Context: an optimization exercise on an open-source flow, tuned for small area and a short achievable clock period. The choices shown serve that exercise and are no tape-out recipe.
Function was checked by simulation only, so behaviour that the tests miss may differ from the original.
The flow treats the clock pin as an ideal source, which a real chip does not have.
Power and IR drop assume default switching activity.

==> flow/design.v, too long to show whole: its modules and the start of the top module <==
// module pe_fa: 10 lines
// module pe_ha: 9 lines
// module pe_booth_sel: 10 lines
// module pe_aoi22: 9 lines
// module pe_ao22: 9 lines
// module pe_xor2: 7 lines
// module pe_xnor2: 7 lines
// module pe_dot_unit: 3058 lines
module pe_dot_unit (
  input  logic                clock,
  input  logic                i_arst_n,
  input  logic [7:0][7:0]     i_feature,
  input  logic [7:0][7:0]     i_filter,
  output logic signed [17:0]  o_result
);
  // ...
==> flow/flow/run.sh <==
#!/bin/bash
set -e
cd "$(dirname "$0")/.."
W=$(pwd)
{
  echo "export BUFFER_PORTS_ARGS = -buffer_cell sky130_fd_sc_hd__buf_1"
  echo "export POST_CTS_TCL = $W/flow/skew.tcl"
  echo "export SKEW_SPEC = 2 0.82 3 1.52 4 1.62 5 1.01"
  echo "export SKEW_GROUP = 24"
  echo "export SKIP_CTS_REPAIR_TIMING = 1"
  echo "export REMOVE_ABC_BUFFERS = 1"
} >> config.mk
bash standard.sh > standard.log 2>&1
==> flow/flow/skew.tcl <==

proc skew_log { msg } { puts "SKEW: $msg" }

# this file may be sourced inside a proc (the ORFS hook); keep its state global
global skew_block skew_db skew_group skew_rootnet skew_chain skew_chainnets skew_ranks

set skew_block [ord::get_db_block]
set skew_db [ord::get_db]
set skew_leaf_master [$skew_db findMaster sky130_fd_sc_hd__clkbuf_16]
set skew_drv_master [$skew_db findMaster sky130_fd_sc_hd__clkbuf_16]
set skew_dly_masters [list \
  [$skew_db findMaster sky130_fd_sc_hd__clkdlybuf4s50_1] \
  [$skew_db findMaster sky130_fd_sc_hd__clkdlybuf4s25_1] \
  [$skew_db findMaster sky130_fd_sc_hd__clkdlybuf4s15_1]]
set skew_group $::env(SKEW_GROUP)

# clock root buffer: the one cell on the clock port's net
set skew_portnet [[$skew_block findBTerm clock] getNet]
set skew_root ""
foreach it [$skew_portnet getITerms] { set skew_root [$it getInst] }
set skew_rootnet [[$skew_root findITerm X] getNet]
set skew_rootloc [$skew_root getLocation]
skew_log "root [$skew_root getName] net [$skew_rootnet getName]"

proc skew_clk_iterm { inst } {
  foreach it [$inst getITerms] {
    if { [[$it getMTerm] getName] == "CLK" } { return $it }
  }
  return ""
}

proc skew_arrival { insts } {
  set sum 0.0
  set n 0
  foreach inst $insts {
    set p [get_pins -of_objects [get_cells [$inst getName]] -filter "name==CLK"]
    set a [get_property $p arrival_max_rise]
    set sum [expr { $sum + $a }]
    incr n
  }
  if { $n == 0 } { return 0.0 }
  return [expr { $sum / $n }]
}

# split a list of insts into ceil(n / skew_group) groups of about equal size
# by coordinate bisection
proc skew_split { insts } {
  global skew_group
  set n [llength $insts]
  set k [expr { ($n + $skew_group - 1) / $skew_group }]
  if { $k <= 1 } { return [list $insts] }
  set xs {}
  set ys {}
  foreach i $insts {
    lassign [$i getLocation] x y
    lappend xs $x
    lappend ys $y
  }
  set dx [expr { [tcl::mathfunc::max {*}$xs] - [tcl::mathfunc::min {*}$xs] }]
  set dy [expr { [tcl::mathfunc::max {*}$ys] - [tcl::mathfunc::min {*}$ys] }]
  set idx [expr { $dx >= $dy ? 0 : 1 }]
  set keyed {}
  foreach i $insts { lappend keyed [list [lindex [$i getLocation] $idx] $i] }
  set sorted {}
  foreach kk [lsort -integer -index 0 $keyed] { lappend sorted [lindex $kk 1] }
  set k1 [expr { $k / 2 }]
  set n1 [expr { int(round(double($n) * $k1 / $k)) }]
  return [concat [skew_split [lrange $sorted 0 [expr { $n1 - 1 }]]] \
    [skew_split [lrange $sorted $n1 end]]]
}

proc skew_centroid { insts } {
  set sx 0
  set sy 0
  foreach i $insts {
    lassign [$i getLocation] x y
    incr sx $x
    incr sy $y
  }
  set n [llength $insts]
  return [list [expr { $sx / $n }] [expr { $sy / $n }]]
}

proc skew_place { inst loc } {
  $inst setLocation [lindex $loc 0] [lindex $loc 1]
  $inst setPlacementStatus PLACED
}

proc skew_build_chain { r drv cells flops } {
  global skew_block skew_rootnet
  [$drv findITerm A] disconnect
  foreach c $::skew_chain { odb::dbInst_destroy $c }
  foreach n $::skew_chainnets { odb::dbNet_destroy $n }
  set ::skew_chain {}
  set ::skew_chainnets {}
  set prev $skew_rootnet
  set j 0
  foreach m $cells {
    set c [odb::dbInst_create $skew_block $m "skew_r${r}_dly_$j"]
    skew_place $c [skew_centroid $flops]
    [$c findITerm A] connect $prev
    set nn [odb::dbNet_create $skew_block "skew_r${r}_chain_$j"]
    $nn setSigType CLOCK
    [$c findITerm X] connect $nn
    set prev $nn
    lappend ::skew_chain $c
    lappend ::skew_chainnets $nn
    incr j
  }
  [$drv findITerm A] connect $prev
}

set skew_ranks {}
foreach {r d} $::env(SKEW_SPEC) { dict set skew_ranks $r $d }
set skew_ref {}
set skew_byrank [dict create]
foreach inst [$skew_block getInsts] {
  if { ![string match "*df*" [[$inst getMaster] getName]] } { continue }
  set r 0
  regexp {_q([0-9]+)\$} [$inst getName] -> r
  if { [dict exists $skew_ranks $r] } {
    dict lappend skew_byrank $r $inst
  } else {
    lappend skew_ref $inst
  }
}
estimate_parasitics -placement
set skew_refarr [skew_arrival $skew_ref]
skew_log "reference arrival [format %.3f $skew_refarr] over [llength $skew_ref] registers"

set skew_oldnets {}
set skew_uid 0
dict for {r d} $skew_ranks {
  if { ![dict exists $skew_byrank $r] } { continue }
  set flops [dict get $skew_byrank $r]
  set drvnet [odb::dbNet_create $skew_block "skew_r${r}_trunk"]
  $drvnet setSigType CLOCK
  set k 0
  foreach grp [skew_split $flops] {
    set leaf [odb::dbInst_create $skew_block $skew_leaf_master "skew_r${r}_leaf_$k"]
    skew_place $leaf [skew_centroid $grp]
    set lnet [odb::dbNet_create $skew_block "skew_r${r}_leafnet_$k"]
    $lnet setSigType CLOCK
    [$leaf findITerm A] connect $drvnet
    [$leaf findITerm X] connect $lnet
    foreach f $grp {
      set it [skew_clk_iterm $f]
      set on [$it getNet]
      if { $on != "NULL" } { lappend skew_oldnets $on }
      $it disconnect
      $it connect $lnet
    }
    incr k
  }
  set drv [odb::dbInst_create $skew_block $skew_drv_master "skew_r${r}_drv"]
  skew_place $drv [skew_centroid $flops]
  [$drv findITerm X] connect $drvnet
  skew_log "rank $r: [llength $flops] registers, $k leaf buffers"

  # delay chain from the root net to the trunk driver: try chains of growing
  # delay and keep the one whose skew comes closest to the requested delay
  set s15 [$skew_db findMaster sky130_fd_sc_hd__clkdlybuf4s15_1]
  set s18 [$skew_db findMaster sky130_fd_sc_hd__clkdlybuf4s18_1]
  set s25 [$skew_db findMaster sky130_fd_sc_hd__clkdlybuf4s25_1]
  set s50 [$skew_db findMaster sky130_fd_sc_hd__clkdlybuf4s50_1]
  set cands {}
  set est {}
  for { set a 0 } { $a <= 6 } { incr a } {
    for { set b 0 } { $b <= 2 } { incr b } {
      for { set c 0 } { $c <= 1 } { incr c } {
        set cells {}
        for { set i 0 } { $i < $a } { incr i } { lappend cells $s50 }
        for { set i 0 } { $i < $b } { incr i } { lappend cells $s25 }
        for { set i 0 } { $i < $c } { incr i } { lappend cells $s15 }
        lappend est [list [expr { 0.52 * $a + 0.30 * $b + 0.22 * $c }] $cells]
      }
    }
  }
  foreach e [lsort -real -index 0 $est] { lappend cands [lindex $e 1] }
  set ::skew_chain {}
  set ::skew_chainnets {}
  set best {}
  set bestdiff 1e9
  foreach cells $cands {
    skew_build_chain $r $drv $cells $flops
    estimate_parasitics -placement
    set got [expr { [skew_arrival $flops] - [skew_arrival $skew_ref] }]
    skew_log "rank $r: chain of [llength $cells] cells gives skew [format %.3f $got] (want $d)"
    set diff [expr { abs($got - $d) }]
    if { $diff < $bestdiff } {
      set bestdiff $diff
      set best $cells
    }
    if { $got > $d + 0.15 } { break }
  }
  skew_build_chain $r $drv $best $flops
}

# clock buffers left without sinks
foreach n [lsort -unique $skew_oldnets] {
  set sinks 0
  set drv ""
  foreach it [$n getITerms] {
    if { [$it isOutputSignal] } { set drv [$it getInst] } else { incr sinks }
  }
  if { $sinks == 0 && $drv != "" } {
    skew_log "removing idle clock buffer [$drv getName]"
    odb::dbInst_destroy $drv
    odb::dbNet_destroy $n
  }
}

proc skew_of { inst } {
  global skew_ranks
  set r 0
  regexp {_q([0-9]+)\$} [$inst getName] -> r
  if { [dict exists $skew_ranks $r] } { return [dict get $skew_ranks $r] }
  return 0.0
}
set skew_npad 0
set s25m [$skew_db findMaster sky130_fd_sc_hd__clkdlybuf4s25_1]
set s50m [$skew_db findMaster sky130_fd_sc_hd__clkdlybuf4s50_1]
foreach inst [$skew_block getInsts] {
  if { ![string match "*df*" [[$inst getMaster] getName]] } { continue }
  set dit [$inst findITerm D]
  if { $dit == "NULL" } { continue }
  set dnet [$dit getNet]
  if { $dnet == "NULL" } { continue }
  set src ""
  foreach it [$dnet getITerms] {
    if { [$it isOutputSignal] } { set src [$it getInst] }
  }
  if { $src == "" || ![string match "*df*" [[$src getMaster] getName]] } { continue }
  set gap [expr { [skew_of $inst] - [skew_of $src] }]
  if { $gap < 0.12 } { continue }
  set cells [list $s25m]
  if { $gap > 0.3 } { set cells [list $s50m] }
  if { $gap > 0.7 } { set cells [list $s50m $s50m] }
  if { $gap > 1.1 } { set cells [list $s50m $s50m $s50m] }
  $dit disconnect
  set prev $dnet
  set j 0
  foreach m $cells {
    set c [odb::dbInst_create $skew_block $m "skew_hold_${skew_npad}_$j"]
    skew_place $c [$inst getLocation]
    [$c findITerm A] connect $prev
    set nn [odb::dbNet_create $skew_block "skew_hold_${skew_npad}_n$j"]
    [$c findITerm X] connect $nn
    set prev $nn
    incr j
  }
  $dit connect $prev
  incr skew_npad
}
skew_log "delay cells on $skew_npad register-to-register connections"

detailed_placement
check_placement -verbose
estimate_parasitics -placement
dict for {r d} $skew_ranks {
  if { [dict exists $skew_byrank $r] } {
    skew_log "rank $r final skew [format %.3f [expr { [skew_arrival [dict get $skew_byrank $r]] - [skew_arrival $skew_ref] }]]"
  }
}
report_clock_skew
==> flow/standard.sh <==
#!/bin/bash
# synth_recipe.tcl (not shown) runs the flow's synth.tcl, then flattens the netlist and writes it again
# the make line also repeats each setting of config.mk as NAME=value (left out here)
make -C /OpenROAD-flow-scripts/flow DESIGN_CONFIG=/design/flow/config.mk WORK_HOME=/design/flow/orfs CLKGATE_MAP_FILE= SYNTH_SCRIPT=/design/flow/synth_recipe.tcl "${@:-finish}"
==> flow/config.mk <==
export PLATFORM = sky130hd
export DESIGN_NAME = pe_dot_unit
export DESIGN_NICKNAME = pe_dot_unit
export VERILOG_FILES = /design/flow/design.v
export SDC_FILE = /design/flow/constraint.sdc
export NUM_CORES = 4
export LEC_CHECK = 0
export CAP_MARGIN = 20
export CORE_MARGIN = 2
export CORE_UTILIZATION = 40
export CTS_CLUSTER_DIAMETER = 100
export CTS_CLUSTER_SIZE = 26
export HOLD_SLACK_MARGIN = 0.2
export SETUP_SLACK_MARGIN = 2.75
export SLEW_MARGIN = 20
export SYNTH_HIERARCHICAL = 1
export SYNTH_MINIMUM_KEEP_SIZE = 0
export BUFFER_PORTS_ARGS = -buffer_cell sky130_fd_sc_hd__buf_1
export POST_CTS_TCL = /design/flow/flow/skew.tcl
export SKEW_SPEC = 2 0.82 3 1.52 4 1.62 5 1.01
export SKEW_GROUP = 24
export SKIP_CTS_REPAIR_TIMING = 1
export REMOVE_ABC_BUFFERS = 1
==> flow/constraint.sdc <==
create_clock -name core_clock -period 4.7 [get_ports {clock}]
set_input_delay 0.9400 -clock core_clock [delete_from_list [all_inputs] [get_ports {clock}]]
set_output_delay 0.9400 -clock core_clock [all_outputs]
set_load 0.01 [all_outputs]
==> impl_metrics.toml, run 1 <==
[worst_setup_path]
crit_family = "buffers and inverters"
r2r_start = "fc_1100_q2$_DFF_P_"
required_ps = 6730
cp-start-kind = "flop"

[layout]
n_sequential_cell = 399
largest-register = "result_q"
top_regs = "result_q x18, fill_q x3"
final_area_mm2 = 0.02295
multi_input_cells = 1004

[pwr]
peakVddDrop_v = 0.0003659
swShare_pct = 38.77

[place]
dpl_cell_area_mm2 = 0.02134
pre_cts_ws_ps = 1872

[floorplan]
rows = 81
core_area_mm2 = 0.04915
die_w_um = 227.4
tapCellCount = 664

[yosys]
synth_mux_area_share_pct = 0.1128
synth_compound_area_share_pct = 9.388
synth_top_family_by_area = "adder cells"
synth_ff_type = "dfxtp_1"
synth_fa_ha_area_share_pct = 31.47

[sta]
fin_crit_ps = 1979
setup_viol = 0

[global_route]
grt_pass1_vias = 12307

[run_status]
outcome = "timing/DRC/antenna clean"
==> run 2, diff against run 1 <==
--- a/flow/config.mk
+++ b/flow/config.mk
@@ -11,7 +11,7 @@
 export CTS_CLUSTER_DIAMETER = 100
 export CTS_CLUSTER_SIZE = 26
 export HOLD_SLACK_MARGIN = 0.2
-export SETUP_SLACK_MARGIN = 2.75
+export SETUP_SLACK_MARGIN = 2.7
 export SLEW_MARGIN = 20
 export SYNTH_HIERARCHICAL = 1
 export SYNTH_MINIMUM_KEEP_SIZE = 0
==> impl_metrics.toml, run 2 <==
[run_status]
outcome = "timing/DRC/antenna clean"

[floorplan]
rows = 81
die_h_um = 227.4
io_pins = 148
initial_utilization_pct = 40.62
core_area_mm2 = 0.04915
die_area_mm2 = 0.05171
die_w_um = 227.4

[yosys]
syn-cell-area_mm2 = 0.01996
synth_area_leaders = "dfxtp_1, fa_1, xor2_1"
async_flop_share_pct = 5.263
yosys-top-cells-count = "dfxtp_1, fa_1, xor2_1"
synth.distinct_cells = 30
ys_ff_latch = 399
syn_avg_cell_area_um2 = 13.71
synth_top_area_share_pct = 37.90
synth_edf_count = 0
yosysMostFrequentCell = "dfxtp_1"
ys_seq_area_share_pct = 40.54
synth_top_cell_by_area = "dfxtp_1"
synthCells = 1456
ys_warn_count = 7
synth_ff_type = "dfxtp_1"

[layout]
syn_to_final_growth_pct = 14.87
layout_common_cells = "dfxtp_1, fa_1, xor2_1"
final_common_cell = "dfxtp_1"
final_util_pct = 46.65
fin_cells = 2369
drive_gt1_share_pct = 4.047
nNetsFinal = 2153
num_antenna_cells = 0
final_area_mm2 = 0.02293
top_regs = "result_q x18, fill_q x3"
largest-register = "result_q"
largest_reg_flops = 18

[worst_setup_path]
crit_path_max_fanout = 1
max_stage_delay_ps = 370
cp-start-kind = "flop"
crit_type = "flop to primary output"
required_ps = 3760
arrival_ps = 1030
crit_family = "flip-flops"
critPathSlowestCell = "dfrtp_1"
crit_path_end_kind = "primary output"
reg2reg_depth = 4
reg2reg_slack_ps = 2740
critical_path_cell_count = 1
crit_chain = "clkbuf_2"
critPathBufInv = 1

[sta]
setup_viol = 0
maxSlewHeadroom_pct = 45.48
tns_ps = 0
post-route-period-util_pct = 41.95
finalHoldViolCount = 0
worst_slew_pin_slew_ps = 811.9
fmax_mhz = 507.1
fin_crit_ps = 1972
slew_viol_final = 0
hold_ws_ps = 146.1
fin_worst_skew_ps = 1095
fin_ws_ps = 2728
rsz0062_at_grt = "yes"

[global_route]
grt_max_degree = 27
grt_first_pass_wirelength_mm = 77.89
grt.overflow.total = 0
grt_pass1_vias = 12307
antenna_found_initial = 0
grt_use_total_pct = 20.82

[detailed_routing]
vias = 11762
ant_nets = 0
first_pass_iters = 5
drc = 0
wirelength_mm = 52.88
wire_per_inst_um = 22.32
vias_per_cell = 4.965
drt_iter0_drc = 811

[place]
gp_congestion = 0.9614
portBuffers = 147
dpl_cell_area_mm2 = 0.02134
hpwl_mm = 43.06
pre_cts_ws_ps = 1872
dpl.cell_count = 2265

[pwr]
p_total_mw = 18.77
peakVddDrop_v = 0.0003653
power_density_mw_per_mm2 = 818.6
power_leakage_nw = 9.326

[clock_network]
cts_tree = "built"
clkLatencyLatePin_ps = 1610
cts_sinks = 399
clk_pin_slew_ps = 90

[job]
cap_violations = 0

[hold_path]
hold_path_depth = 4
min_path_type = "flop to flop"
-- run 2: cell types whose count changed in the layout (fill, tap and decap cells not counted) --
| cell | delta |
|---|---|
| ha_1 | +1 |
| clkbuf_2 | -3 |
| dfxtp_2 | -2 |
| nand3_1 | +1 |
| ha_2 | -1 |
| a31o_2 | +1 |
| buf_1 | +3 |
| dfxtp_1 | +2 |
| a31o_4 | -1 |
| nand3_2 | -1 |
-- run 2: modules after synthesis, one instance, submodules excluded --
| module | cells inside | copies in the design | flops+latches |
|---|---|---|---|
| pe_xor2 | 1 | 192 | 0 |
| pe_fa | 1 | 289 | 0 |
| pe_ao22 | 1 | 192 | 0 |
| pe_dot_unit | 775 | 1 | 399 |
| pe_ha | 1 | 8 | 0 |
-- run 2: area by class of cell, clock buffers not listed --
class / count / area (µm²)
clock inverters: 6 / 77.57
repair buffers: 191 / 1021
fillers: 4433 / 26220
inverters: 51 / 191.4
multi-input cells: 1004 / 11710
flip-flops and latches: 399 / 8093
well taps: 664 / 830.8
plain buffers: 31 / 520.5
-- run 2: where the power goes --
| part | total (mW) | switching (mW) | leakage [nW] | internal, mW |
|---|---|---|---|---|
| Combinational | 10.2 | 5.19 | 5.39 | 5.03 |
| Sequential | 5.76 | 0.823 | 3.42 | 4.93 |
| Clock | 2.80 | 1.28 | 0.512 | 1.52 |
-- run 2: final timing paths --
check | start | endpoint
setup / recovery | result_q[3]$_DFF_PN0_ | o_result[3]
hold / removal | i_feature7_0_q1$_DFF_P_ | fs_593_q2$_DFF_P_
setup reg to reg | fc_1100_q2$_DFF_P_ | fs_1135_q3$_DFF_P_
hold reg to reg | i_feature7_0_q1$_DFF_P_ | fs_593_q2$_DFF_P_
max in group asynchronous | i_arst_n | result_q[8]$_DFF_PN0_
min in group asynchronous | i_arst_n | result_q[3]$_DFF_PN0_
-- run 2: cell families (layout without fill, tap and decap cells) --
logic type	count (synthesis)	after routing	share of synthesized area, %
xor+xnor	318	318	13.95
buf+inv	53	302	0.9964
compound gates	222	222	9.388
fa+ha+maj	327	327	31.47
simple gates	135	135	3.541
mux	2	2	0.1128
flops	399	399	40.54
-- run 2: tightest hold or removal path, stage by stage (launching register included) --
cell	delay, ps
dfxtp_1	420
nand2_1	120
xnor2_1	150
fa_1	210
fa_1	170
-- run 2: per-layer routing --
layer,share of wire (%),GRT usage (%),vias to the layer above
met2,49,34.84,368
met3,4.9,2.594,74
met1,43,27.86,6020
met5,0,0,-
li1,-,-,5300
met4,3.4,7.443,0

-- port drivers added, routing unchanged --
How much do the figures lean on ideal ports? The routed layouts below were timed once more, with nothing changed but the port constraints. Step 1: set_driving_cell puts a clkbuf_16 on clock and a buf_2 on each other input, an assumption about the parent block. Step 2, shift: input delay + t, output delay - t, t = (earliest + latest rising clock arrival at the registers) / 2. This alone moves slack from input paths to output paths. a / b / c = ideal ports / drivers / drivers and shift; a / b = the first two.
run | shift t [ns] | setup slack, ns | latest minus earliest clock arrival (ns) | cell pins on the clock port's net
run 1 | 1.401 | 2.721 / 2.671 / 1.955 | 1.677 / 1.677 | 1
run 2 | 1.401 | 2.728 / 2.670 / 1.961 | 1.676 / 1.677 | 1
Clock arrivals are far apart in run 1 and run 2, so t is only a midpoint there and step 2 fits no single register. The setup slack of run 2, which loses most, moves by -0.058 ns with the drivers and by -0.767 ns with both steps.
